Context: an optimization exercise on an open-source flow, tuned for small area. The choices shown serve that exercise and are no tape-out recipe. Function was checked by simulation only, so behaviour that the tests miss may differ from the original. No driver is modelled on the clock port, so clocking that relies on it looks cheaper here than on a real chip. Power is estimated from default activity; no workload was simulated.

## design/flow/design.v

```verilog
`timescale 1ns/1ns
module cpu_top (
    input  logic        clk,
    input  logic        rst,
    input  logic [15:0] mem_rdata,
    output logic [15:0] mem_addr,
    output logic [15:0] mem_wdata,
    output logic        mem_we,
    output logic        halted
);
    logic [3:0]        ph;      
    logic              init;    
    logic [11:0]       ir;      
    logic [7:0][15:0]  regs;
    logic [15:0]       pc;
    logic              pcc;     
    logic [13:0]       mar;
    logic [13:0]       mdr;
    logic              zf, cf;
    wire pb = ph[3];
    wire c0 = (ph[2:0] == 3'd0);
    wire [5:0] op = ir[11:6];
    wire [2:0] rx = ir[5:3];
    wire [2:0] ry = ir[2:0];
    wire lo   = ~op[5] & ~op[4];                  
    wire i_halt = (op == 6'd0);
    wire i_cmp  = (op == 6'd16);
    wire i_alu  = (lo & ((op[3:0] == 4'd4) | (op[3:0] == 4'd7) | (op[3:0] == 4'd8) |
                         (op[3:0] == 4'd9) | (op[3:0] == 4'd10) | (op[3:0] == 4'd12))) | i_cmp;
    wire hi   = (op[5:3] == 3'b100);             
    wire i_mov  = hi & (op[2:0] == 3'd0);
    wire i_ld   = hi & (op[2:0] == 3'd1);
    wire i_ldi  = hi & (op[2:0] == 3'd3);
    wire i_st   = hi & (op[2:0] == 3'd5);
    wire i_jmp  = (op == 6'd23);
    wire i_jcc  = (op[5:2] == 4'b0110);           
    wire i_wr   = (i_alu & ~op[4]) | i_mov | i_ld | i_ldi;
    wire cond   = (op[1] ? cf : zf) ^ op[0];
    wire i_jt   = i_jmp | (i_jcc & cond);
    wire i_jn   = i_jcc & ~cond;
    wire i_ari  = op[4] | (op[3] & (op[2] | op[1]));    
    wire i_subm = op[4] | op[2];                         
    wire [1:0] px = regs[rx][1:0];
    wire [1:0] py = regs[ry][1:0];
    wire [1:0] dat = c0 ? mem_rdata[1:0] : mdr[1:0];
    wire cin = c0 ? 1'b0 : cf;
    wire a0  = px[0] ^ i_subm;
    wire k0  = (a0 & py[0]) | (a0 & cin) | (py[0] & cin);
    wire a1  = px[1] ^ i_subm;
    wire k1  = (a1 & py[1]) | (a1 & k0) | (py[1] & k0);
    wire t0 = ~op[5] & ~op[4] & ~op[3] & ~op[0];                     
    wire t1 = op[5] | op[4] | op[3] | ~op[0];                        
    wire t2 = ~op[5] & (op[4] | op[3]);                              
    wire t3 = op[5] | (~op[4] & ~op[3] & op[0]) | (op[3] & ~op[2] & ~op[1] & ~op[0]);   
    wire [3:0] tt = {t3, t2, t1, t0};
    wire [1:0] lg = {tt[{px[1], py[1]}], tt[{px[0], py[0]}]};
    wire [1:0] res = (op[5] & op[0]) ? dat : (lg ^ ({k0, cin} & {2{i_ari}}));
    wire [1:0] wd = init ? 2'b00 : res;
    wire inc   = pb ? (i_ldi | i_jn) : 1'b1;
    wire pcin  = c0 ? inc : pcc;
    wire q0    = pc[0] ^ pcin;
    wire kq    = pc[0] & pcin;
    wire q1    = pc[1] ^ kq;
    wire [1:0] pc_new = init ? 2'b00 : ((pb & i_jt) ? dat : {q1, q0});
    wire       i_m  = hi & ~op[1] & op[0];           
    wire       mrg  = ~pb & i_m;
    wire [1:0] pa   = op[2] ? px : py;            
    always_ff @(posedge clk or posedge rst) begin
        if (rst)
            ir[6] <= 1'b1;
        else if (!pb && c0 && !i_halt)
            ir[6] <= mem_rdata[10];
    end
    always_ff @(posedge clk or posedge rst) begin
        if (rst) begin
            ph     <= 4'b1000;
            init   <= 1'b1;
            zf     <= 1'b0;
            cf     <= 1'b0;
        end else begin
            ph <= ph + 4'd1;
            if (ph == 4'b1111)
                init <= 1'b0;
            if (!init && pb && i_alu) begin
                zf <= (c0 | zf) & (res == 2'b00);
                cf <= i_ari & k1;
            end
        end
    end
    always_ff @(posedge clk) begin
        for (int r = 0; r < 8; r++) begin
            if (init || (pb && i_wr && rx == 3'(r)))
                regs[r] <= {wd, regs[r][15:2]};
            else
                regs[r] <= {regs[r][1:0], regs[r][15:2]};
        end
        pc  <= {pc_new, pc[15:2]};
        pcc <= pc[1] & kq;
        mar <= {(mrg ? pa : pc_new), mar[13:2]};
        if (c0)
            mdr <= mem_rdata[15:2];
        else
            mdr <= {py, mdr[13:2]};
        if (!pb && c0 && !i_halt)
            ir[11:7] <= mem_rdata[15:11];
        if (!pb && c0 && !i_halt)
            ir[5:0] <= mem_rdata[9:4];
    end
    assign mem_addr  = {mar, (pb & i_m) ? pa : pc[1:0]};
    assign mem_wdata = {mdr, py};
    assign mem_we    = pb & c0 & i_st & ~init;
    assign halted    = i_halt;
endmodule
```

## design/flow/flow/run.sh

```bash
#!/bin/bash
# The standard layout, with three changes:
#  - synthesis maps logic with an area-oriented abc script (flow/area.abc)
#  - ports are buffered with buf_1
#  - the clock tree uses clkbuf_8 and no dummy loads
set -e
F=$PWD/flow
export MY_ABC_SCRIPT=$F/area.abc
export FLOW_SYNTH=$PWD/synth_recipe.tcl
sed "s#SYNTH_SCRIPT=[^ ]*#SYNTH_SCRIPT=$F/my_synth.tcl#" standard.sh > my_standard.sh
export BUFFER_PORTS_ARGS="-buffer_cell sky130_fd_sc_hd__buf_1"
export CTS_ARGS="-sink_clustering_enable -repair_clock_nets -dont_use_dummy_load -buf_list sky130_fd_sc_hd__clkbuf_8"
bash my_standard.sh > standard.log 2>&1
```

## design/flow/flow/area.abc

```
strash
dc2
dch -f
amap -F 20 -A 30
```

## design/flow/flow/my_synth.tcl

```tcl
# The standard flow's synthesis, with an area-oriented abc script in place of ORFS's
proc abc {args} {
  set out {}
  set skip 0
  foreach a $args {
    if {$skip} { set skip 0; continue }
    if {$a eq "-script" || $a eq "-D"} { set skip 1; continue }
    lappend out $a
  }
  yosys abc -script $::env(MY_ABC_SCRIPT) {*}$out
}
source $::env(FLOW_SYNTH)
```

## design/flow/standard.sh

```bash
#!/bin/bash
# synth_recipe.tcl (not shown) runs the flow's synth.tcl, then flattens the netlist and writes it again
# the make line also repeats each setting of config.mk as NAME=value (left out here)
make -C /OpenROAD-flow-scripts/flow DESIGN_CONFIG=/design/flow/config.mk WORK_HOME=/design/flow/orfs CLKGATE_MAP_FILE= SYNTH_SCRIPT=/design/flow/synth_recipe.tcl "${@:-finish}"
```

## design/flow/config.mk

```make
export PLATFORM = sky130hd
export DESIGN_NAME = cpu_top
export DESIGN_NICKNAME = cpu_top
export VERILOG_FILES = /design/flow/design.v
export SDC_FILE = /design/flow/constraint.sdc
export NUM_CORES = 4
export LEC_CHECK = 0
export CAP_MARGIN = 20
export CORE_MARGIN = 2
export CORE_UTILIZATION = 70
export SLEW_MARGIN = 20
```

## design/flow/constraint.sdc

```tcl
create_clock -name core_clock -period 7.0 [get_ports {clk}]
set_input_delay 1.4000 -clock core_clock [delete_from_list [all_inputs] [get_ports {clk}]]
set_output_delay 1.4000 -clock core_clock [all_outputs]
set_load 0.01 [all_outputs]
```

==> results of run 1 <==
[cells in the final DEF, fill, tap and decap left out]
cell | netlist | final
buf_4 | 0 | 1
clkinv_1 | 46 | 46
or3_1 | 9 | 9
dfstp_2 | 3 | 3
o22ai_1 | 36 | 36
edfxtp_1 | 11 | 11
nand4_1 | 1 | 1
clkbuf_8 | 0 | 17
ha_1 | 4 | 4
a21oi_1 | 9 | 9
a41oi_1 | 1 | 1
a22o_1 | 14 | 14
a31oi_1 | 2 | 2
nor2_1 | 21 | 21
a311oi_1 | 1 | 1
buf_1 | 0 | 51
or2_0 | 1 | 1
nand2_1 | 25 | 25
o21ai_0 | 11 | 11
a22oi_1 | 4 | 4
o21a_1 | 1 | 1
nand3_1 | 3 | 3
o221ai_1 | 5 | 5
dfxtp_1 | 173 | 173
o211ai_1 | 2 | 2
dfrtp_1 | 5 | 5
or4_1 | 1 | 1
o32ai_1 | 2 | 2
o31ai_1 | 1 | 1
o22a_1 | 7 | 7
nor3_1 | 9 | 9
[critical path, cell delays in order (launching register included)]
cell and delay [ns]:
edfxtp_1 0.50, clkinv_1 0.19, a22oi_1 0.11, o22a_1 0.21, o22ai_1 0.42, clkinv_1 0.26, o22ai_1 0.24, a21oi_1 0.12
buf_1 0.14
[worst max-delay path by stage]
stage                     slack (ns)           to            start
after floorplan                 3.87  mem_addr[1]  ir[2]$_DFFE_PP_
after global placement          3.55  mem_addr[0]  ir[2]$_DFFE_PP_
after detailed placement        3.47  mem_addr[0]  ir[2]$_DFFE_PP_
after CTS                       3.03  mem_addr[0]  ir[2]$_DFFE_PP_
after global routing            2.73  mem_addr[0]  ir[2]$_DFFE_PP_
final                           3.01  mem_addr[0]  ir[2]$_DFFE_PP_
[where the power goes]
part	total, mW	switching, mW	internal (mW)
Combinational	0.0638	0.0418	0.0220
Clock	0.517	0.302	0.216
Sequential	1.13	0.0108	1.12
[state kept, by name, indices dropped and copies added, names as in the netlist]
| register | count |
|---|---|
| init | 1 |
| ph | 4 |
| pcc | 1 |
| zf | 1 |
| regs | 128 |
| ir | 12 |
| pc | 16 |
| cf | 1 |
| mdr | 14 |
| mar | 14 |
[routing by layer]
| metal | routed length (um) | part of all wire, % |
|---|---|---|
| met2 | 4930 | 50 |
| met4 | 137 | 1.4 |
| met1 | 4220 | 42 |
| met3 | 664 | 6.7 |
| met5 | 0 | 0 |
[cell type report]
type | instances | area (sq um) | share of cell area (%)
flip-flops and latches | 192 | 4000 | 69.6
multi-input cells | 170 | 1020 | 17.7
clock buffers | 17 | 234 | 4.07
repair buffers | 52 | 199 | 3.46
inverters | 46 | 173 | 3.00
well taps | 99 | 124 | 2.16
[logic make-up after synthesis]
group | synth area share (%)
compound gates | 12.7
simple gates | 5.95
buf+inv | 3.33
fa+ha+maj | 0.964
flops | 77.0
==> out/qor.txt, run 1 <==
Outcome -> complete, no violations
Routed Antenna Nets -> 0
R2R cell count -> 12
Cell taking the most area after synthesis -> dfxtp_1
Max Cap Viol -> 0
Via/cell ratio -> 5.61
Worst Hold End -> regs[58]$_DFF_P_
Number of synthesized flops with an enable pin -> 11
Lkg Pwr -> 2.24 nW
Fin cells -> 576
Slew @ Worst Pin -> 1.05 ns
Syn_nets -> 430
Crit path DAT -> 2.59 ns
Final wirelength -> 9960 um
Util after Layout -> 79.7%
Syn Inst Count -> 408
Tot Pwr -> 1.71 mW
Fraction of layout cells with a size suffix above 1 -> 4.40%
Share of the synthesized area in the top cell type -> 66.7%
Tot GR Track Use -> 26.1%
Resized cells post-CTS -> 0
Synth Cell Area -> 5190 sq um
DP Cell Count -> 559
Initial antenna violation count -> 0
Main synth FF type -> dfxtp_1
Synth cell types -> 28
GR Util met2 -> 42.9%
Dpl hpwl -> 6680 um
Crit path time final -> 3.99 ns
Setup violations, final -> 0
Critical Path RT -> 5.60 ns
CTS Buf Count -> 17
H-tree levels -> 4
Slew HR -> 29.0%
PortBufs -> 51
Initial DRC Count -> 203
Worst Hold Class -> reg -> reg
Die ar. -> 8120 sq um
Final GP Congestion -> 0.905
Grt total ovfl -> 0
Max IR drop VDD -> 0.245 mV
Final WS setup -> 3.01 ns
Pwr/cell area -> 297 nW/um^2
Layout area overhead -> 10.7%
Top post-synthesis cells by area -> dfxtp_1, edfxtp_1, o22ai_1
First-pass GRT wire length -> 16100 um
Core ar. -> 7210 sq um
Syn Area/Cell -> 12.7 sq um
#FFs+latches synth -> 192
Nets -> 501
Setup TNS Final -> 0 ns
Antenna diodes -> 0
I/O pin count -> 52
Routed vias -> 3232
CP Capture Type -> output pin
DIE WIDTH -> 90.1 um
Grt met1 use -> 33.5%
Root buffer cell -> clkbuf_8
Worst Clk Skew -> 0.0364 ns
Layout fillers -> 422
Final Slew Violations -> 0
RSZ-0062 raised after global routing -> false
Hold depth -> 0
Die H -> 90.1 um
Synth warn -> 1
Gr busiest metal -> met2
Sink Count -> 192
Initial Utilization -> 71.9%
Placement Rows -> 31
Cell Area, Placed -> 5510 sq um
Setup CP Type -> reg -> out
Vias in the first global route -> 3158
Period utilisation layout -> 57.0%
Clock latency (worst-skew pair) -> 0.44 ns
Hold Startpoint -> regs[60]$_DFF_P_
Final hold viol count -> 0
CP Launch Type -> flop
Residual DRC -> 0
Post-CTS Repair Setup Buffers -> 0
RR Startpoint -> ph[0]$_DFF_PP0_
Synth cell count leaders -> dfxtp_1, clkinv_1, o22ai_1
Flop-to-flop setup slack -> 3.49 ns
Finished Cell Area -> 5750 sq um
Seq/Total Area, Yosys -> 77.0%
CTS clock-pin slew for the worst setup and hold paths -> 0.10 ns
Pre-antenna DRT Iters -> 5
Drt wl/cell -> 17.3 um
Async SR Flop Fraction -> 4.17%
CTS Hold Buffers Added -> 0
Largest net degree at the start of global routing -> 23
Hold Slack -> 0.295 ns
Most common cell in the netlist -> dfxtp_1
Dpl ws -> 3.47 ns
Critical R2R Capture -> regs[111]$_DFF_P_
Met3 Resource Use GR -> 7.63%
Worst-path fanout max -> 9
CTS Buffer Depth -> 2
CTS tree -> done
Fmax -> 251 MHz
==> inputs of run 2 (changes only) <==
==> design/flow/flow/run.sh (replaced) <==
#!/bin/bash
# The standard layout, with four changes:
#  - synthesis maps logic with an area-oriented abc script (flow/area.abc)
#  - ports are buffered with buf_1
#  - the clock tree is built from clkbuf_4 with no dummy loads, then each
#    clock buffer whose flip-flops see a slow clock edge is upsized
#    (flow/fixclk.tcl, run at the end of the cts step)
set -e
F=$PWD/flow
export MY_ABC_SCRIPT=$F/area.abc
export FLOW_SYNTH=$PWD/synth_recipe.tcl
sed "s#SYNTH_SCRIPT=[^ ]*#SYNTH_SCRIPT=$F/my_synth.tcl#" standard.sh > my_standard.sh
export BUFFER_PORTS_ARGS="-buffer_cell sky130_fd_sc_hd__buf_1"
export CTS_ARGS="-sink_clustering_enable -repair_clock_nets -dont_use_dummy_load -buf_list sky130_fd_sc_hd__clkbuf_4"
export POST_CTS_TCL=$F/fixclk.tcl
export CLK_SLEW_LIM=0.112
bash my_standard.sh > standard.log 2>&1
==> design/flow/flow/fixclk.tcl (new file) <==
# (sourced by ORFS cts.tcl through POST_CTS_TCL)
set_propagated_clock [all_clocks]
estimate_parasitics -placement
# Upsize, one step at a time, each clock buffer whose flip-flop sinks see a
# clock edge slower than the limit.
set lim [expr {[info exists ::env(CLK_SLEW_LIM)] ? $::env(CLK_SLEW_LIM) : 0.115}]
set sizes {sky130_fd_sc_hd__clkbuf_1 sky130_fd_sc_hd__clkbuf_2 sky130_fd_sc_hd__clkbuf_4 sky130_fd_sc_hd__clkbuf_8 sky130_fd_sc_hd__clkbuf_16}
for {set pass 0} {$pass < 8} {incr pass} {
  set todo {}
  foreach p [get_pins -hierarchical */CLK] {
    if {[get_property $p slew_max] > $lim} {
      set net [get_nets -of_objects $p]
      foreach d [get_pins -of_objects $net -filter "direction==output"] {
        set nm [get_full_name [get_cells -of_objects $d]]
        if {[lsearch $todo $nm] < 0} { lappend todo $nm }
      }
    }
  }
  if {[llength $todo] == 0} break
  set changed 0
  foreach nm $todo {
    set inst [get_cells $nm]
    set i [lsearch $sizes [get_property $inst ref_name]]
    if {$i >= 0 && $i < [llength $sizes] - 1} {
      set to [lindex $sizes [expr {$i + 1}]]
      puts "clock slew fix: $nm -> $to"
      replace_cell $inst $to
      set changed 1
    }
  }
  if {!$changed} break
  detailed_placement
  estimate_parasitics -placement
}
==> out/qor.txt, run 2 <==
R2R cell count -> 12 (unchanged)
Setup TNS Final -> 0 ns (unchanged)
First-pass GRT wire length -> 15500 um (-3.4%)
Residual DRC -> 0 (unchanged)
RSZ-0062 raised after global routing -> false
Pwr/cell area -> 286 nW/um^2 (-3.8%)
Worst-path fanout max -> 9 (unchanged)
Syn Inst Count -> 408 (unchanged)
Slew HR -> 31.3% (+2.3 points)
Final wirelength -> 9430 um (-5.2%)
#FFs+latches synth -> 192 (unchanged)
Worst Clk Skew -> 0.0412 ns (+0.00475 ns)
Dpl hpwl -> 6680 um (unchanged)
Vias in the first global route -> 3170 (+0.38%)
CP Cell Sequence -> clkinv_1 > a22oi_1 > o22a_1 > o22ai_1 > clkinv_1 > o22ai_1 > a21oi_1 > buf_1
CP Launch Type -> flop
CP Launch Point -> ir[2]$_DFFE_PP_
Syn_nets -> 430 (unchanged)
Crit path time final -> 4.10 ns (+0.110 ns)
PortBufs -> 51 (unchanged)
RR Startpoint -> ph[0]$_DFF_PP0_
Pre-antenna DRT Iters -> 4 (-1)
Layout fillers -> 429 (+1.7%)
Main synth FF type -> dfxtp_1
Cell taking the most area after synthesis -> dfxtp_1
Synth cell count leaders -> dfxtp_1, clkinv_1, o22ai_1
Seq/Total Area, Yosys -> 77.0% (unchanged)
Synth cell types -> 28 (unchanged)
Initial Utilization -> 71.9% (unchanged)
Period utilisation layout -> 58.5% (+1.6 points)
Clock latency (worst-skew pair) -> 0.53 ns (+0.09 ns)
Number of synthesized flops with an enable pin -> 11 (unchanged)
Syn Area/Cell -> 12.7 sq um (unchanged)
CP max stage delay -> 0.51 ns (about the same)
Routed vias -> 3198 (-1.1%)
Crit path DAT -> 2.70 ns (+0.11 ns)
Core ar. -> 7210 sq um (unchanged)
Critical R2R Capture -> regs[111]$_DFF_P_
Die H -> 90.1 um (unchanged)
Drt wl/cell -> 16.4 um (-5.2%)
Initial antenna violation count -> 0 (unchanged)
Die ar. -> 8120 sq um (unchanged)
Critical path endpoint -> mem_addr[0]
Sink Count -> 192 (unchanged)
Most common cell in the netlist -> dfxtp_1
Slowest CP cell -> edfxtp_1
Routed Antenna Nets -> 0 (unchanged)
Lkg Pwr -> 2.22 nW (-1.2%)
Via/cell ratio -> 5.55 (-1.1%)
Worst Hold Class -> reg -> reg
Nets -> 501 (unchanged)
Commonest non-fill, non-tap cell in the layout -> dfxtp_1
Antenna diodes -> 0 (unchanged)
Most frequent cells in the layout -> dfxtp_1, buf_1, clkinv_1, o22ai_1, nand2_1
Setup CP Type -> reg -> out
Setup violations, final -> 0 (unchanged)
CTS tree -> done
Largest register FFs -> 128 (unchanged)
Slew @ Worst Pin -> 1.02 ns (-0.0337 ns)
CTS clock-pin slew for the worst setup and hold paths -> 0.10 ns (about the same)
Final GP Congestion -> 0.905 (unchanged)
Max IR drop VDD -> 0.221 mV (-10%)
DIE WIDTH -> 90.1 um (unchanged)
Placement Rows -> 31 (unchanged)
Finished Cell Area -> 5680 sq um (-1.1%)
Final Slew Violations -> 0 (unchanged)
Largest net degree at the start of global routing -> 23 (unchanged)
Synth Cell Area -> 5190 sq um (unchanged)
Layout area overhead -> 9.52%
Tot Pwr -> 1.63 mW (-4.8%)
Final hold viol count -> 0 (unchanged)
Tot GR Track Use -> 24.9% (-1.2 points)
Fmax -> 244 MHz (-2.7%)
Async SR Flop Fraction -> 4.17% (unchanged)
CP Capture Type -> output pin
Flop-to-flop setup slack -> 3.57 ns (+0.08 ns)
Initial DRC Count -> 186 (-8.4%)
Synth warn -> 1 (unchanged)
Top post-synthesis cells by area -> dfxtp_1, edfxtp_1, o22ai_1
Biggest regs -> regs (128), pc (16)
Fraction of layout cells with a size suffix above 1 -> 4.40% (unchanged)
I/O pin count -> 52 (unchanged)
Cell Area, Placed -> 5510 sq um (unchanged)
Critical Path RT -> 5.60 ns (about the same)
Max Cap Viol -> 0 (unchanged)
Share of the synthesized area in the top cell type -> 66.7% (unchanged)
Grt total ovfl -> 0 (unchanged)
Outcome -> complete, no violations
Largest reg by FF count -> regs
-- run 2: through the flow --
step                instances  setup WS, ns  utilization (%)  hold WS, ns
floorplan                 408          3.87                -        0.310
global placement          559          3.55             76.4        0.310
detailed placement        559          3.47             76.4        0.312
global route              576          2.65             78.8        0.308
finish                    576          2.90             78.8        0.301
-- run 2: final cells by class --
| cell class | count | area (sq um) | area share [%] |
|---|---|---|---|
| flip-flops and latches | 192 | 4000 | 70.3 |
| multi-input cells | 170 | 1020 | 17.9 |
| repair buffers | 52 | 199 | 3.50 |
| inverters | 46 | 173 | 3.04 |
| clock buffers | 17 | 171 | 3.02 |
| well taps | 99 | 124 | 2.18 |
-- run 2: kinds of logic after synthesis --
family | count (synthesis) | synth area share (%)
fa+ha+maj | 4 | 0.964
buf+inv | 46 | 3.33
flops | 192 | 77.0
simple gates | 70 | 5.95
compound gates | 96 | 12.7
-- run 2: routing by layer --
| metal | track usage, % | vias up | wire [um] | part of all wire (%) |
|---|---|---|---|---|
| met4 | 12.1 | 0 | 200 | 2.1 |
| met5 | 0 | - | 0 | 0 |
| li1 | - | 1553 | - | - |
| met3 | 5.36 | 21 | 576 | 6.1 |
| met1 | 32.5 | 1477 | 4140 | 44 |
| met2 | 40.1 | 147 | 4520 | 48 |
-- run 2: where the power goes --
group	leakage (nW)	internal [mW]	switching, mW	total, mW
registers	1.61	1.12	0.0103	1.13
logic	0.508	0.0220	0.0410	0.0630
clock network	0.0963	0.154	0.283	0.437
-- run 2: how the worst min path moves through the flow --
| stage | cells after the start | endpoint | slack (ns) | startpoint |
|---|---|---|---|---|
| global placement | 0 | regs[35]$_DFF_P_ | 0.31 | regs[37]$_DFF_P_ |
| detailed placement | 0 | regs[124]$_DFF_P_ | 0.31 | regs[126]$_DFF_P_ |
| finish | 0 | regs[104]$_DFF_P_ | 0.30 | regs[106]$_DFF_P_ |
| global route | 0 | pc[2]$_DFF_P_ | 0.31 | pc[4]$_DFF_P_ |
| floorplan | 0 | pc[0]$_DFF_P_ | 0.31 | pc[2]$_DFF_P_ |
-- run 2: critical path: cells and delay by family (launching register included) --
family / cells / cell delay [ns]
AOI/OAI and AO/OA: 5 / 1.09
DFF: 1 / 0.51
buffers and inverters: 3 / 0.60
==> inputs of run 3 (changes only) <==
--- a/design/flow/flow/run.sh
+++ b/design/flow/flow/run.sh
@@ -14,4 +14,4 @@
 export CTS_ARGS="-sink_clustering_enable -repair_clock_nets -dont_use_dummy_load -buf_list sky130_fd_sc_hd__clkbuf_4"
 export POST_CTS_TCL=$F/fixclk.tcl
-export CLK_SLEW_LIM=0.112
+export CLK_SLEW_LIM=0.108
 bash my_standard.sh > standard.log 2>&1
==> out/qor.txt, run 3 <==
Outcome -> complete, no violations
Worst Hold Class -> reg -> reg
Residual DRC -> 0 (unchanged)
Pwr/cell area -> 291 nW/um^2 (+1.6%)
First-pass GRT wire length -> 15900 um (+2.1%)
Crit path buf inv count -> 3 (unchanged)
Placement Rows -> 31 (unchanged)
Largest net degree at the start of global routing -> 23 (unchanged)
Via/cell ratio -> 5.59 (+0.72%)
Clock latency (worst-skew pair) -> 0.55 ns (+0.02 ns)
Pre-antenna DRT Iters -> 7 (+3)
Final GP Congestion -> 0.905 (unchanged)
PortBufs -> 51 (unchanged)
Net Switching -> 0.345 mW (+3.1%)
Layout area overhead -> 9.98%
CTS clock-pin slew for the worst setup and hold paths -> 0.10 ns (about the same)
Layout fillers -> 425 (-0.93%)
Final hold viol count -> 0 (unchanged)
CP max stage delay -> 0.51 ns (about the same)
Crit path DAT -> 2.72 ns (+0.02 ns)
Syn Area/Cell -> 12.7 sq um (unchanged)
Critical Path RT -> 5.60 ns (about the same)
Routed Antenna Nets -> 0 (unchanged)
DP Cell Count -> 559 (unchanged)
Sink Count -> 192 (unchanged)
Share of the synthesized area in the top cell type -> 66.7% (unchanged)
Largest register FFs -> 128 (unchanged)
Max IR drop VDD -> 0.221 mV (+0.10%)
Slew HR -> 32.7% (+1.4 points)
I/O pin count -> 52 (unchanged)
Fin cells -> 576 (unchanged)
CP Capture Type -> output pin
Routed vias -> 3221 (+0.72%)
CP Cell Sequence -> clkinv_1 > a22oi_1 > o22a_1 > o22ai_1 > clkinv_1 > o22ai_1 > a21oi_1 > buf_1
Initial DRC Count -> 212 (+14%)
Tot GR Track Use -> 25.5% (+0.58 points)
Most frequent cells in the layout -> dfxtp_1, buf_1, clkinv_1, o22ai_1, nand2_1
Dpl hpwl -> 6680 um (unchanged)
Core ar. -> 7210 sq um (unchanged)
Lkg Pwr -> 2.23 nW (+0.47%)
Final wirelength -> 9710 um (+2.9%)
Worst Clk Skew -> 0.0303 ns (-0.0109 ns)
CP Launch Point -> ir[2]$_DFFE_PP_
Syn_nets -> 430 (unchanged)
Slowest CP cell -> edfxtp_1
Internal power -> 1.32 mW (+1.8%)
Initial Utilization -> 71.9% (unchanged)
Synth warn -> 1 (unchanged)
DIE WIDTH -> 90.1 um (unchanged)
Nets -> 501 (unchanged)
RR Startpoint -> ph[0]$_DFF_PP0_
Fmax -> 243 MHz (-0.44%)
Logic pwr share -> 3.8% (about the same)
Slew @ Worst Pin -> 0.999 ns (-0.0213 ns)
Die H -> 90.1 um (unchanged)
Syn Inst Count -> 408 (unchanged)
Number of synthesized flops with an enable pin -> 11 (unchanged)
Critical path endpoint -> mem_addr[0]
Main synth FF type -> dfxtp_1
Die ar. -> 8120 sq um (unchanged)
Setup CP Type -> reg -> out
Top post-synthesis cells by area -> dfxtp_1, edfxtp_1, o22ai_1
Max Cap Viol -> 0 (unchanged)
Grt total ovfl -> 0 (unchanged)
Vias in the first global route -> 3171 (+0.032%)
Largest delay contributor family on the critical path -> compound AO/OA/AOI/OAI gates
Largest reg by FF count -> regs
Cell taking the most area after synthesis -> dfxtp_1
Biggest regs -> regs (128), pc (16)
R2R cell count -> 12 (unchanged)
Most common cell in the netlist -> dfxtp_1
Initial antenna violation count -> 0 (unchanged)
Seq/Total Area, Yosys -> 77.0% (unchanged)
Sequential Power Share -> 67.9% (-1.4 points)
Stages on worst setup path -> 8 (unchanged)
Synth cell count leaders -> dfxtp_1, clkinv_1, o22ai_1
Flop-to-flop setup slack -> 3.55 ns (-0.02 ns)
Tot Pwr -> 1.66 mW (+2.1%)
Worst-path fanout max -> 9 (unchanged)
CTS tree -> done
Sw Share -> 20.8% (+0.20 points)
Fraction of layout cells with a size suffix above 1 -> 4.40% (unchanged)
Synth cell types -> 28 (unchanged)
Setup violations, final -> 0 (unchanged)
Async SR Flop Fraction -> 4.17% (unchanged)
Clk pwr share -> 28.3% (+1.5 points)
Final Slew Violations -> 0 (unchanged)
Period utilisation layout -> 58.8% (+0.26 points)
Synth Cell Area -> 5190 sq um (unchanged)
#FFs+latches synth -> 192 (unchanged)
Setup TNS Final -> 0 ns (unchanged)
RSZ-0062 raised after global routing -> false
Crit path time final -> 4.12 ns (+0.0183 ns)
CP Launch Type -> flop
Antenna diodes -> 0 (unchanged)
Critical R2R Capture -> regs[47]$_DFF_P_
Drt wl/cell -> 16.9 um (+2.9%)
Commonest non-fill, non-tap cell in the layout -> dfxtp_1
[run 3: cell counts after synthesis]
Identical to the previous run, type by type.
[run 3: power groups by stage]
stage / combinational [mW] / clock [mW] / sequential [mW]
after floorplan: 0.0377 / 0 / 1.15
after global placement: 0.0600 / 0 / 1.15
after detailed placement: 0.0619 / 0 / 1.15
after global routing: 0.0698 / 0.518 / 1.13
final: 0.0634 / 0.470 / 1.13
[run 3: worst min-delay path by stage]
stage                                  from                end  slack (ns)  depth (start not counted)
after floorplan               pc[2]$_DFF_P_      pc[0]$_DFF_P_        0.31                          0
after global placement     regs[37]$_DFF_P_   regs[35]$_DFF_P_        0.31                          0
after detailed placement  regs[126]$_DFF_P_  regs[124]$_DFF_P_        0.31                          0
after global routing       regs[38]$_DFF_P_   regs[36]$_DFF_P_        0.32                          0
final                      regs[94]$_DFF_P_   regs[92]$_DFF_P_        0.31                          0
[run 3: cells by family (layout without fill, tap and decap cells)]
| family | after synthesis | count (layout) | share of synthesized area, % |
|---|---|---|---|
| compound gates | 96 | 96 | 12.7 |
| simple gates | 70 | 70 | 5.95 |
| buf+inv | 46 | 115 | 3.33 |
| flops | 192 | 192 | 77.0 |
| fa+ha+maj | 4 | 4 | 0.964 |
[run 3: area by class of cell]
type	count	area, sq um	share of cell area [%]
clock buffers	17	195	3.42
inverters	46	173	3.02
multi-input cells	170	1020	17.9
flip-flops and latches	192	4000	70.0
well taps	99	124	2.17
repair buffers	52	199	3.49
[run 3: routing by layer]
| layer | share of wire (%) | vias up | track usage (%) |
|---|---|---|---|
| li1 | - | 1553 | - |
| met5 | 0 | - | 0 |
| met2 | 49 | 149 | 42.2 |
| met3 | 6.7 | 19 | 5.45 |
| met4 | 1.2 | 0 | 9.74 |
| met1 | 43 | 1500 | 33.3 |
[run 3: per-stage QoR]
step                util (%)  cell area, sq um  hold slack, ns  setup slack (ns)
finish                  79.1              5710           0.310              2.88
global route            79.1              5710           0.317              2.59
detailed placement      76.4              5510           0.312              3.47
global placement        76.4              5510           0.310              3.55
floorplan                  -              5190           0.310              3.87
==> inputs of run 4 (changes only) <==
--- a/design/flow/config.mk
+++ b/design/flow/config.mk
@@ -8,4 +8,4 @@
 export CAP_MARGIN = 20
 export CORE_MARGIN = 2
-export CORE_UTILIZATION = 70
+export CORE_UTILIZATION = 80
 export SLEW_MARGIN = 20
==> out/qor.txt, run 4 <==
Seq/Total Area, Yosys -> 77.0% (unchanged)
Syn Inst Count -> 408 (unchanged)
Final GP Congestion -> 0.973 (+7.5%)
Most common cell in the netlist -> dfxtp_1
Syn Area/Cell -> 12.7 sq um (unchanged)
CP Capture Type -> output pin
Largest register FFs -> 128 (unchanged)
Period utilisation layout -> 61.0% (+2.2 points)
Residual DRC -> 0 (unchanged)
CTS tree -> done
Layout fillers -> 253 (-40%)
Die H -> 84.5 um (-6.2%)
Critical R2R Capture -> regs[63]$_DFF_P_
Setup TNS Final -> 0 ns (unchanged)
Pre-antenna DRT Iters -> 6 (-1)
Die ar. -> 7150 sq um (-12%)
Via/cell ratio -> 6.55 (+17%)
Top Metal Used -> met4
Max IR drop VDD -> 0.312 mV (+41%)
Syn_nets -> 430 (unchanged)
Worst Hold End -> regs[109]$_DFF_P_
Clock latency (worst-skew pair) -> 0.57 ns (+0.02 ns)
Tot GR Track Use -> 37.3% (+12 points)
Initial Utilization -> 82.2% (+10 points)
Cell taking the most area after synthesis -> dfxtp_1
Routed vias -> 3630 (+13%)
Share of the synthesized area in the top cell type -> 66.7% (unchanged)
Largest reg by FF count -> regs
Initial antenna violation count -> 0 (unchanged)
Core ar. -> 6310 sq um (-12%)
Main synth FF type -> dfxtp_1
Layout area overhead -> 9.23%
Vias in the first global route -> 3593 (+13%)
Async SR Flop Fraction -> 4.17% (unchanged)
Max Cap Viol -> 0 (unchanged)
WL met1 -> 4630 um (+11%)
Hold Startpoint -> regs[111]$_DFF_P_
Grt total ovfl -> 0 (unchanged)
Commonest non-fill, non-tap cell in the layout -> dfxtp_1
Lkg Pwr -> 2.22 nW (-0.23%)
Area taken by multi-input logic gates -> 1020 sq um (unchanged)
Fraction of layout cells with a size suffix above 1 -> 4.40% (unchanged)
Slew @ Worst Pin -> 1.01 ns (+0.00849 ns)
Setup violations, final -> 0 (unchanged)
Crit path DAT -> 2.87 ns (+0.15 ns)
#FFs+latches synth -> 192 (unchanged)
Outcome -> complete, no violations
Synth cell types -> 28 (unchanged)
Synth warn -> 1 (unchanged)
DIE WIDTH -> 84.5 um (-6.2%)
Initial DRC Count -> 632 (+200%)
Synth cell count leaders -> dfxtp_1, clkinv_1, o22ai_1
Fmax -> 234 MHz (-3.6%)
Flop-to-flop setup slack -> 3.38 ns (-0.17 ns)
Largest net degree at the start of global routing -> 23 (unchanged)
Worst Clk Skew -> 0.0420 ns (+0.0117 ns)
RR Startpoint -> ph[0]$_DFF_PP0_
Critical Path RT -> 5.60 ns (about the same)
Worst-path fanout max -> 6 (-3)
Final Slew Violations -> 0 (unchanged)
Final wirelength -> 12900 um (+33%)
I/O pin count -> 52 (unchanged)
Dpl hpwl -> 7150 um (+7.1%)
Number of synthesized flops with an enable pin -> 11 (unchanged)
Slew HR -> 32.2% (-0.57 points)
Biggest regs -> regs (128), pc (16)
Met2 WL -> 6290 um (+32%)
Setup CP Type -> reg -> out
Sink Count -> 192 (unchanged)
Top post-synthesis cells by area -> dfxtp_1, edfxtp_1, o22ai_1
Tot Pwr -> 1.69 mW (+2.0%)
Antenna diodes -> 0 (unchanged)
First-pass GRT wire length -> 19600 um (+23%)
Pwr/cell area -> 299 nW/um^2 (+2.7%)
Routed Antenna Nets -> 0 (unchanged)
RSZ-0062 raised after global routing -> false
Most frequent cells in the layout -> dfxtp_1, buf_1, clkinv_1, o22ai_1, nand2_1
CP Launch Type -> flop
Worst Hold Class -> reg -> reg
CTS clock-pin slew for the worst setup and hold paths -> 0.12 ns (+0.02 ns)
Placement Rows -> 29 (-6.5%)
Met3 routed WL -> 1290 um (+96%)
Crit path time final -> 4.27 ns (+0.155 ns)
R2R cell count -> 12 (unchanged)
Final hold viol count -> 0 (unchanged)
Hold depth -> 0 (unchanged)
Drt wl/cell -> 23.3 um (+38%)
PortBufs -> 51 (unchanged)
Synth Cell Area -> 5190 sq um (unchanged)
Sequential Area -> 4000 sq um (unchanged)
Nets -> 501 (unchanged)
run 4: cell counts after synthesis:
Identical to the previous run, type by type.
run 4: worst max path at each step:
stage | startpoint | to | slack [ns] | cells after the start
floorplan | ir[2]$_DFFE_PP_ | mem_addr[1] | 3.87 | 7
global placement | ir[2]$_DFFE_PP_ | mem_addr[1] | 3.69 | 8
detailed placement | ir[2]$_DFFE_PP_ | mem_addr[0] | 3.55 | 8
global route | ir[3]$_DFFE_PP_ | mem_addr[0] | 2.66 | 8
finish | ir[3]$_DFFE_PP_ | mem_addr[0] | 2.73 | 8
run 4: logic make-up (layout without fill, tap and decap cells):
group | count (synthesis) | count (layout) | synth area share, %
AO/OA/AOI/OAI | 96 | 96 | 12.7
adder cells (fa/ha/maj) | 4 | 4 | 0.964
buffers and inverters | 46 | 115 | 3.33
flip-flops | 192 | 192 | 77.0
AND/OR/NAND/NOR | 70 | 70 | 5.95
run 4: stage by stage:
step                instances  setup slack, ns  area [sq um]  hold slack, ns  utilization [%]
floorplan                 408             3.87          5190           0.310                -
global placement          537             3.69          5490           0.310             86.9
detailed placement        537             3.55          5490           0.312             86.9
global route              554             2.66          5670           0.303             89.8
finish                    554             2.73          5670           0.297             89.8
run 4: metal layers:
layer / vias up / GRT usage (%)
li1: 1557 / -
met2: 323 / 63.5
met1: 1668 / 43.8
met3: 82 / 11.0
met4: 0 / 16.9
met5: - / 0
run 4: final cells by class:
cell class	instances	area share, %
flip-flops and latches	192	70.5
multi-input cells	170	18.0
inverters	46	3.05
well taps	77	1.70
repair buffers	52	3.51
clock buffers	17	3.24
run 4: worst max-delay path, stage by stage, from the launching register on:
cell      delay, ns
edfxtp_1       0.40
clkinv_1       0.10
nand2_1        0.25
o22ai_1        0.13
o32ai_1        0.66
clkinv_1       0.30
o22ai_1        0.27
a21oi_1        0.10
buf_1          0.14
run 4: where the power goes:
part / switching, mW / internal [mW]
registers: 0.0121 / 1.12
clock network: 0.329 / 0.166
logic: 0.0475 / 0.0222
==> inputs of run 5 (changes only) <==
--- a/design/flow/config.mk
+++ b/design/flow/config.mk
@@ -8,4 +8,5 @@
 export CAP_MARGIN = 20
 export CORE_MARGIN = 2
-export CORE_UTILIZATION = 80
+export CORE_UTILIZATION = 75
+export PLACE_DENSITY = 0.85
 export SLEW_MARGIN = 20
==> out/qor.txt, run 5 <==
Hold depth -> 0 (unchanged)
Synth cell count leaders -> dfxtp_1, clkinv_1, o22ai_1
Synth warn -> 1 (unchanged)
Crit path DAT -> 2.64 ns (-0.23 ns)
Layout area overhead -> 9.52%
PortBufs -> 51 (unchanged)
Lkg Pwr -> 2.23 nW (+0.23%)
Setup TNS Final -> 0 ns (unchanged)
R2R cell count -> 12 (unchanged)
Syn_nets -> 430 (unchanged)
Initial DRC Count -> 397 (-37%)
Worst Clk Skew -> 0.0241 ns (-0.0178 ns)
RR Startpoint -> ph[0]$_DFF_PP0_
Slew HR -> 36.5% (+4.3 points)
Seq/Total Area, Yosys -> 77.0% (unchanged)
Multiplexer share of the synthesized area -> 0% (unchanged)
Residual DRC -> 0 (unchanged)
CP Launch Type -> flop
CP max stage delay -> 0.52 ns (-0.14 ns)
Fraction of layout cells with a size suffix above 1 -> 4.40% (unchanged)
Final Slew Violations -> 0 (unchanged)
Async SR Flop Fraction -> 4.17% (unchanged)
Placement Rows -> 30 (+3.4%)
Synth Cell Area -> 5190 sq um (unchanged)
Vias in the first global route -> 3219 (-10%)
RSZ-0062 raised after global routing -> false
Die H -> 87.2 um (+3.1%)
First-pass GRT wire length -> 15700 um (-20%)
Grt total ovfl -> 0 (unchanged)
Biggest regs -> regs (128), pc (16)
CP Capture Type -> output pin
#FFs+latches synth -> 192 (unchanged)
Syn Inst Count -> 408 (unchanged)
Worst Hold End -> regs[76]$_DFF_P_
Most common cell in the netlist -> dfxtp_1
Hold Startpoint -> regs[78]$_DFF_P_
Tot GR Track Use -> 27.9% (-9.4 points)
CTS clock-pin slew for the worst setup and hold paths -> 0.10 ns (-0.02 ns)
Setup violations, final -> 0 (unchanged)
CTS tree -> done
Routed Antenna Nets -> 0 (unchanged)
Max Cap Viol -> 0 (unchanged)
Hold Slack -> 0.311 ns (+0.0141 ns)
Synth Area in XOR/XNOR -> 0% (unchanged)
DIE WIDTH -> 87.2 um (+3.1%)
Syn Area/Cell -> 12.7 sq um (unchanged)
Period utilisation layout -> 57.8% (-3.3 points)
Largest delay contributor family on the critical path -> compound AO/OA/AOI/OAI gates
Dpl hpwl -> 6870 um (-3.9%)
Main synth FF type -> dfxtp_1
Largest net degree at the start of global routing -> 23 (unchanged)
Outcome -> complete, no violations
Via/cell ratio -> 5.92 (-9.6%)
Crit path time final -> 4.04 ns (-0.228 ns)
Cell taking the most area after synthesis -> dfxtp_1
Flop-to-flop setup slack -> 3.53 ns (+0.15 ns)
Adder-Cell Fraction of Synth Area -> 0.964% (unchanged)
Core ar. -> 6760 sq um (+7.0%)
Final GP Congestion -> 0.954 (-1.9%)
I/O pin count -> 52 (unchanged)
Slowest CP cell -> edfxtp_1
Fmax -> 247 MHz (+5.6%)
Simple logic cell fraction of the synthesized area -> 5.95% (unchanged)
Drt wl/cell -> 17.8 um (-23%)
Critical Path RT -> 5.60 ns (about the same)
Worst Hold Class -> reg -> reg
Max IR drop VDD -> 0.200 mV (-36%)
Setup CP Type -> reg -> out
Layout fillers -> 338 (+34%)
Routed vias -> 3300 (-9.1%)
Share of the synthesized area in the top cell type -> 66.7% (unchanged)
Most frequent cells in the layout -> dfxtp_1, buf_1, clkinv_1, o22ai_1, nand2_1
Number of synthesized flops with an enable pin -> 11 (unchanged)
Largest reg by FF count -> regs
Initial Utilization -> 76.8% (-5.4 points)
Worst-path fanout max -> 9 (+3)
Main combinational cell family by area after synthesis -> compound AO/OA/AOI/OAI gates
Synth Area in Compound Gates -> 12.7% (unchanged)
CP Cell Sequence -> clkinv_1 > a22oi_1 > o22a_1 > o22ai_1 > clkinv_1 > o22ai_1 > a21oi_1 > buf_1
Synth cell types -> 28 (unchanged)
Initial antenna violation count -> 0 (unchanged)
Clock latency (worst-skew pair) -> 0.54 ns (-0.03 ns)
Pwr/cell area -> 294 nW/um^2 (-1.6%)
Sink Count -> 192 (unchanged)
Final hold viol count -> 0 (unchanged)
Crit path buf inv count -> 3 (unchanged)
Nets -> 501 (unchanged)
Final wirelength -> 9940 um (-23%)
Critical R2R Capture -> regs[79]$_DFF_P_
Commonest non-fill, non-tap cell in the layout -> dfxtp_1
Top post-synthesis cells by area -> dfxtp_1, edfxtp_1, o22ai_1
Pre-antenna DRT Iters -> 5 (-1)
Antenna diodes -> 0 (unchanged)
Die ar. -> 7600 sq um (+6.3%)
Slew @ Worst Pin -> 0.943 ns (-0.0644 ns)
Largest register FFs -> 128 (unchanged)
-- run 5: cell counts after synthesis --
No cell type changed its count.
-- run 5: kinds of logic after synthesis --
family | Yosys count
adder cells (fa/ha/maj) | 4
flip-flops | 192
AO/OA/AOI/OAI | 96
buffers and inverters | 46
AND/OR/NAND/NOR | 70
-- run 5: worst max path at each step --
stage | from | end | cells past startpoint
after detailed placement | ir[2]$_DFFE_PP_ | mem_addr[1] | 8
final | ir[2]$_DFFE_PP_ | mem_addr[1] | 8
after global routing | ir[2]$_DFFE_PP_ | mem_addr[0] | 8
after global placement | ir[2]$_DFFE_PP_ | mem_addr[1] | 8
after floorplan | ir[2]$_DFFE_PP_ | mem_addr[1] | 7
-- run 5: routing by layer --
metal / GRT usage (%) / part of all wire, % / vias up
li1: - / - / 1557
met1: 36.5 / 42 / 1525
met2: 45.3 / 49 / 186
met3: 6.07 / 6.4 / 32
met4: 12.2 / 2.0 / 0
met5: 0 / 0 / -
-- run 5: where the power goes --
part,switching [mW],internal (mW)
Clock,0.302,0.178
Sequential,0.0112,1.12
Combinational,0.0412,0.0221
-- run 5: area by class of cell --
type	count	area, sq um	area share, %
repair buffers	52	199	3.50
multi-input cells	170	1020	17.9
well taps	80	100	1.76
clock buffers	17	195	3.43
inverters	46	173	3.04
flip-flops and latches	192	4000	70.3
-- run 5: through the flow --
step | utilization (%) | setup WS, ns | power [mW] | area (sq um) | std cells
3_3_place_gp | 81.2 | 3.70 | 1.21 | 5490 | 540
2_1_floorplan | - | 3.87 | 1.19 | 5190 | 408
6_report | 84.1 | 2.96 | 1.67 | 5680 | 557
3_5_place_dp | 81.2 | 3.57 | 1.21 | 5490 | 540
5_1_grt | 84.1 | 2.81 | 1.73 | 5680 | 557
==> inputs of run 6 (changes only) <==
--- a/design/flow/config.mk
+++ b/design/flow/config.mk
@@ -9,4 +9,4 @@
 export CORE_MARGIN = 2
 export CORE_UTILIZATION = 75
-export PLACE_DENSITY = 0.85
+export PLACE_DENSITY = 0.7
 export SLEW_MARGIN = 20
==> out/qor.txt, run 6 <==
Outcome -> complete, no violations
Slew HR -> 37.2% (+0.75 points)
Placement Rows -> 30 (unchanged)
Slew @ Worst Pin -> 0.932 ns (-0.0111 ns)
Initial DRC Count -> 326 (-18%)
Slowest CP cell -> edfxtp_1
DIE WIDTH -> 87.2 um (unchanged)
Synth warn -> 1 (unchanged)
Hold depth -> 0 (unchanged)
Syn Inst Count -> 408 (unchanged)
Biggest regs -> regs (128), pc (16)
RR Startpoint -> ph[0]$_DFF_PP0_
Synth cell count leaders -> dfxtp_1, clkinv_1, o22ai_1
Lkg Pwr -> 2.22 nW (-0.23%)
Async SR Flop Fraction -> 4.17% (unchanged)
Period utilisation layout -> 58.4% (+0.65 points)
Via/cell ratio -> 5.92 (about the same)
Cell taking the most area after synthesis -> dfxtp_1
Most common cell in the netlist -> dfxtp_1
CTS clock-pin slew for the worst setup and hold paths -> 0.10 ns (about the same)
Sequential Area -> 4000 sq um (unchanged)
Max Cap Viol -> 0 (unchanged)
Number of synthesized flops with an enable pin -> 11 (unchanged)
Commonest non-fill, non-tap cell in the layout -> dfxtp_1
I/O pin count -> 52 (unchanged)
Routed Antenna Nets -> 0 (unchanged)
CP Capture Type -> output pin
Seq/Total Area, Yosys -> 77.0% (unchanged)
Critical R2R Capture -> regs[47]$_DFF_P_
Max IR drop VDD -> 0.220 mV (+10%)
Worst Hold Class -> reg -> reg
Tot GR Track Use -> 27.6% (-0.37 points)
Largest net degree at the start of global routing -> 23 (unchanged)
CP max stage delay -> 0.53 ns (about the same)
Fraction of layout cells with a size suffix above 1 -> 4.40% (unchanged)
Largest register FFs -> 128 (unchanged)
CP Launch Type -> flop
Area taken by multi-input logic gates -> 1020 sq um (unchanged)
Drt wl/cell -> 17.7 um (-0.73%)
RSZ-0062 raised after global routing -> false
Final GP Congestion -> 0.923 (-3.2%)
Flop-to-flop setup slack -> 3.57 ns (+0.04 ns)
Crit path time final -> 4.09 ns (+0.0453 ns)
Main synth FF type -> dfxtp_1
Fmax -> 245 MHz (-1.1%)
Clock latency (worst-skew pair) -> 0.56 ns (+0.02 ns)
Setup TNS Final -> 0 ns (unchanged)
Hold Startpoint -> regs[108]$_DFF_P_
Die H -> 87.2 um (unchanged)
CP Cell Sequence -> clkinv_1 > a22oi_1 > o22a_1 > o22ai_1 > clkinv_1 > o22ai_1 > a21oi_1 > buf_1
Syn_nets -> 430 (unchanged)
CTS tree -> done
Syn Area/Cell -> 12.7 sq um (unchanged)
Worst Clk Skew -> 0.0282 ns (+0.00402 ns)
Final wirelength -> 9860 um (-0.73%)
Top post-synthesis cells by area -> dfxtp_1, edfxtp_1, o22ai_1
PortBufs -> 51 (unchanged)
Synth Cell Area -> 5190 sq um (unchanged)
Final hold viol count -> 0 (unchanged)
Grt total ovfl -> 0 (unchanged)
Dpl hpwl -> 6870 um (about the same)
Setup violations, final -> 0 (unchanged)
Layout area overhead -> 9.31%
Sink Count -> 192 (unchanged)
Worst-path fanout max -> 9 (unchanged)
Pwr/cell area -> 292 nW/um^2 (-0.55%)
Routed vias -> 3298 (-0.061%)
Die ar. -> 7600 sq um (unchanged)
Worst Hold End -> regs[106]$_DFF_P_
Largest reg by FF count -> regs
Setup CP Type -> reg -> out
Pre-antenna DRT Iters -> 7 (+2)
Crit path DAT -> 2.69 ns (+0.05 ns)
Core ar. -> 6760 sq um (unchanged)
Final Slew Violations -> 0 (unchanged)
Synth cell types -> 28 (unchanged)
Nets -> 501 (unchanged)
Most frequent cells in the layout -> dfxtp_1, buf_1, clkinv_1, o22ai_1, nand2_1
Vias in the first global route -> 3187 (-0.99%)
Initial Utilization -> 76.8% (unchanged)
#FFs+latches synth -> 192 (unchanged)
Initial antenna violation count -> 0 (unchanged)
Util after Layout -> 84.0% (-0.17 points)
Residual DRC -> 0 (unchanged)
Critical Path RT -> 5.60 ns (about the same)
R2R cell count -> 12 (unchanged)
Layout fillers -> 331 (-2.1%)
Share of the synthesized area in the top cell type -> 66.7% (unchanged)
Antenna diodes -> 0 (unchanged)
First-pass GRT wire length -> 15200 um (-3.2%)
[run 6: cell types whose count changed in the layout (fill, tap and decap cells not counted)]
| cell | change |
|---|---|
| clkbuf_16 | -1 |
| clkbuf_8 | +1 |
[run 6: cell type report]
class | count | area share, %
inverter | 46 | 3.04
multi-input combinational | 170 | 18.0
tap | 80 | 1.76
clock buffer | 17 | 3.24
sequential | 192 | 70.5
timing repair buffer | 52 | 3.51
[run 6: how the worst max path moves through the flow]
| stage | to | startpoint | depth (start not counted) | slack (ns) |
|---|---|---|---|---|
| floorplan | mem_addr[1] | ir[2]$_DFFE_PP_ | 7 | 3.87 |
| global placement | mem_addr[0] | ir[2]$_DFFE_PP_ | 8 | 3.70 |
| detailed placement | mem_addr[1] | ir[2]$_DFFE_PP_ | 8 | 3.59 |
| global route | mem_addr[1] | ir[2]$_DFFE_PP_ | 8 | 2.71 |
| finish | mem_addr[1] | ir[2]$_DFFE_PP_ | 8 | 2.91 |
[run 6: where the power goes]
part           switching (mW)  internal (mW)  total [mW]
logic                  0.0407         0.0221      0.0628
registers              0.0108           1.12        1.13
clock network           0.302          0.165       0.467
total                   0.354           1.30        1.66
[run 6: per-layer routing]
metal  vias to the layer above  global-route usage (%)  wire (um)
met5                         -                       0          0
met4                         0                    14.0        369
met3                        45                    8.34        761
met2                       204                    44.8       4610
met1                      1492                    33.4       4120
li1                       1557                       -          -
[run 6: cells by family (layout without fill, tap and decap cells)]
family	after synthesis	count (layout)	share of synthesized area [%]
fa+ha+maj	4	4	0.964
simple gates	70	70	5.95
compound gates	96	96	12.7
buf+inv	46	115	3.33
flops	192	192	77.0
[run 6: worst max-delay path, delay by kind of cell, from the launching register on]
kind	cells	cell delay [ns]
flip-flops	1	0.53
AO/OA/AOI/OAI	5	1.05
buffers and inverters	3	0.55
[run 6: metrics by stage]
| step | hold slack (ns) | cell area, sq um | worst slack (ns) | std cells | total power, mW |
|---|---|---|---|---|---|
| floorplan | 0.310 | 5190 | 3.87 | 408 | 1.19 |
| global placement | 0.310 | 5490 | 3.70 | 540 | 1.21 |
| detailed placement | 0.312 | 5490 | 3.59 | 540 | 1.21 |
| global route | 0.313 | 5670 | 2.71 | 557 | 1.71 |
| finish | 0.312 | 5670 | 2.91 | 557 | 1.66 |
==> inputs of run 7 (changes only) <==
--- a/design/flow/config.mk
+++ b/design/flow/config.mk
@@ -9,4 +9,3 @@
 export CORE_MARGIN = 2
 export CORE_UTILIZATION = 75
-export PLACE_DENSITY = 0.7
 export SLEW_MARGIN = 20
==> out/qor.txt, run 7 <==
Final wirelength -> 9860 um (unchanged)
Grt total ovfl -> 0 (unchanged)
Final hold viol count -> 0 (unchanged)
Async SR Flop Fraction -> 4.17% (unchanged)
Nets -> 501 (unchanged)
Hold Startpoint -> regs[108]$_DFF_P_
CTS clock-pin slew for the worst setup and hold paths -> 0.10 ns (about the same)
Initial Utilization -> 76.8% (unchanged)
First-pass GRT wire length -> 15200 um (unchanged)
Max Cap Viol -> 0 (unchanged)
Largest net degree at the start of global routing -> 23 (unchanged)
PortBufs -> 51 (unchanged)
Biggest regs -> regs (128), pc (16)
Max IR drop VDD -> 0.220 mV (unchanged)
Share of the synthesized area in the top cell type -> 66.7% (unchanged)
Most common cell in the netlist -> dfxtp_1
Syn Area/Cell -> 12.7 sq um (unchanged)
Residual DRC -> 0 (unchanged)
Initial DRC Count -> 326 (unchanged)
CP Cell Sequence -> clkinv_1 > a22oi_1 > o22a_1 > o22ai_1 > clkinv_1 > o22ai_1 > a21oi_1 > buf_1
Routed Antenna Nets -> 0 (unchanged)
CP Capture Type -> output pin
CP Launch Type -> flop
Cell taking the most area after synthesis -> dfxtp_1
Worst-path fanout max -> 9 (unchanged)
Tot GR Track Use -> 27.6% (unchanged)
R2R cell count -> 12 (unchanged)
Seq/Total Area, Yosys -> 77.0% (unchanged)
Slew HR -> 37.2% (unchanged)
Final Slew Violations -> 0 (unchanged)
Worst Clk Skew -> 0.0282 ns (unchanged)
Period utilisation layout -> 58.4% (unchanged)
Sink Count -> 192 (unchanged)
Synth cell types -> 28 (unchanged)
Syn Inst Count -> 408 (unchanged)
Placement Rows -> 30 (unchanged)
Drt wl/cell -> 17.7 um (unchanged)
Largest register FFs -> 128 (unchanged)
Synth Cell Area -> 5190 sq um (unchanged)
DIE WIDTH -> 87.2 um (unchanged)
Setup TNS Final -> 0 ns (unchanged)
Commonest non-fill, non-tap cell in the layout -> dfxtp_1
Hold depth -> 0 (unchanged)
Pwr/cell area -> 292 nW/um^2 (unchanged)
Core ar. -> 6760 sq um (unchanged)
Slowest CP cell -> edfxtp_1
I/O pin count -> 52 (unchanged)
Vias in the first global route -> 3187 (unchanged)
Main synth FF type -> dfxtp_1
Synth cell count leaders -> dfxtp_1, clkinv_1, o22ai_1
Final GP Congestion -> 0.923 (unchanged)
Fmax -> 245 MHz (unchanged)
Dpl hpwl -> 6870 um (unchanged)
Critical R2R Capture -> regs[47]$_DFF_P_
Setup CP Type -> reg -> out
Crit path time final -> 4.09 ns (unchanged)
Crit path buf inv count -> 3 (unchanged)
RR Startpoint -> ph[0]$_DFF_PP0_
Initial antenna violation count -> 0 (unchanged)
Synth warn -> 1 (unchanged)
Flop-to-flop setup slack -> 3.57 ns (about the same)
Via/cell ratio -> 5.92 (unchanged)
Crit path DAT -> 2.69 ns (about the same)
Routed vias -> 3298 (unchanged)
Die ar. -> 7600 sq um (unchanged)
CP max stage delay -> 0.53 ns (about the same)
CTS tree -> done
Lkg Pwr -> 2.22 nW (unchanged)
Layout area overhead -> 9.31% (unchanged)
Slew @ Worst Pin -> 0.932 ns (unchanged)
Pre-antenna DRT Iters -> 7 (unchanged)
DP Cell Count -> 540 (unchanged)
Number of synthesized flops with an enable pin -> 11 (unchanged)
Worst Hold End -> regs[106]$_DFF_P_
Syn_nets -> 430 (unchanged)
Most frequent cells in the layout -> dfxtp_1, buf_1, clkinv_1, o22ai_1, nand2_1
Worst Hold Class -> reg -> reg
Outcome -> complete, no violations
Top post-synthesis cells by area -> dfxtp_1, edfxtp_1, o22ai_1
Die H -> 87.2 um (unchanged)
Critical Path RT -> 5.60 ns (about the same)
RSZ-0062 raised after global routing -> false
Antenna diodes -> 0 (unchanged)
Largest delay contributor family on the critical path -> compound AO/OA/AOI/OAI gates
Clock latency (worst-skew pair) -> 0.56 ns (about the same)
Fin cells -> 557 (unchanged)
Largest reg by FF count -> regs
Fraction of layout cells with a size suffix above 1 -> 4.40% (unchanged)
#FFs+latches synth -> 192 (unchanged)
Setup violations, final -> 0 (unchanged)
[run 7: cell counts in the layout (fill, tap and decap cells not counted)]
No cell type changed its count.
[run 7: metrics by stage]
| stage | utilization, % | instance area (sq um) | setup slack [ns] | power (mW) | hold slack [ns] |
|---|---|---|---|---|---|
| final | 84.0 | 5670 | 2.91 | 1.66 | 0.312 |
| after global routing | 84.0 | 5670 | 2.71 | 1.71 | 0.313 |
| after detailed placement | 81.2 | 5490 | 3.59 | 1.21 | 0.312 |
| after floorplan | - | 5190 | 3.87 | 1.19 | 0.310 |
| after global placement | 81.2 | 5490 | 3.70 | 1.21 | 0.310 |
[run 7: logic make-up (layout without fill, tap and decap cells)]
family	Yosys count	after routing	share of synthesized area [%]
compound gates	96	96	12.7
fa+ha+maj	4	4	0.964
buf+inv	46	115	3.33
flops	192	192	77.0
simple gates	70	70	5.95
[run 7: layout make-up]
type	count	area (sq um)
inverters	46	173
repair buffers	52	199
flip-flops and latches	192	4000
well taps	80	100
clock buffers	17	184
fillers	331	1080
multi-input cells	170	1020
[run 7: layer usage]
layer  track usage (%)  share of wire [%]
met2              44.8                 47
met1              33.4                 42
met4              14.0                3.7
met5                 0                  0
met3              8.34                7.7
[run 7: power breakdown]
group,leakage (nW),internal [mW],switching [mW]
Sequential,1.61,1.12,0.0108
Combinational,0.508,0.0221,0.0407
Clock,0.102,0.165,0.302
[run 7: worst max-delay path by stage]
stage	cells after the start	startpoint	endpoint
floorplan	7	ir[2]$_DFFE_PP_	mem_addr[1]
global placement	8	ir[2]$_DFFE_PP_	mem_addr[0]
detailed placement	8	ir[2]$_DFFE_PP_	mem_addr[1]
global route	8	ir[2]$_DFFE_PP_	mem_addr[1]
finish	8	ir[2]$_DFFE_PP_	mem_addr[1]

re-timing with driven ports:
No port has a modelled driver above. Below, the same layouts with a new extraction and two added sets of constraints.
Step 1, drivers: a clkbuf_16 drives clk and a buf_2 each remaining input, both assumed.
Step 2 moves the port delays by t, midway between the first and last clock arrival at a register: inputs arrive t later, outputs are due t later. That takes back most of the time a late clock gives input paths.
a / b / c = ideal ports / drivers / drivers and shift; a / b = the first two.
run | t (ns) | slack for setup (ns) | worst setup path at the end | clock arrival spread, ns
run 1 | 0.451 | 3.012 / 2.978 / 3.429 | register to output | 0.040 / 0.040
run 2 | 0.539 | 2.902 / 2.871 / 3.410 | register to output | 0.042 / 0.042
run 3 | 0.569 | 2.884 / 2.850 / 3.419 | register to output | 0.030 / 0.031
run 4 | 0.576 | 2.729 / 2.697 / 3.273 | register to output | 0.042 / 0.042
run 5 | 0.556 | 2.957 / 2.926 / 3.482 | register to output | 0.026 / 0.026
run 6 | 0.580 | 2.911 / 2.879 / 3.459 | register to output | 0.028 / 0.028
run 7 | 0.580 | 2.911 / 2.879 / 3.459 | register to output | 0.028 / 0.028
After both steps every run listed still meets setup and hold.
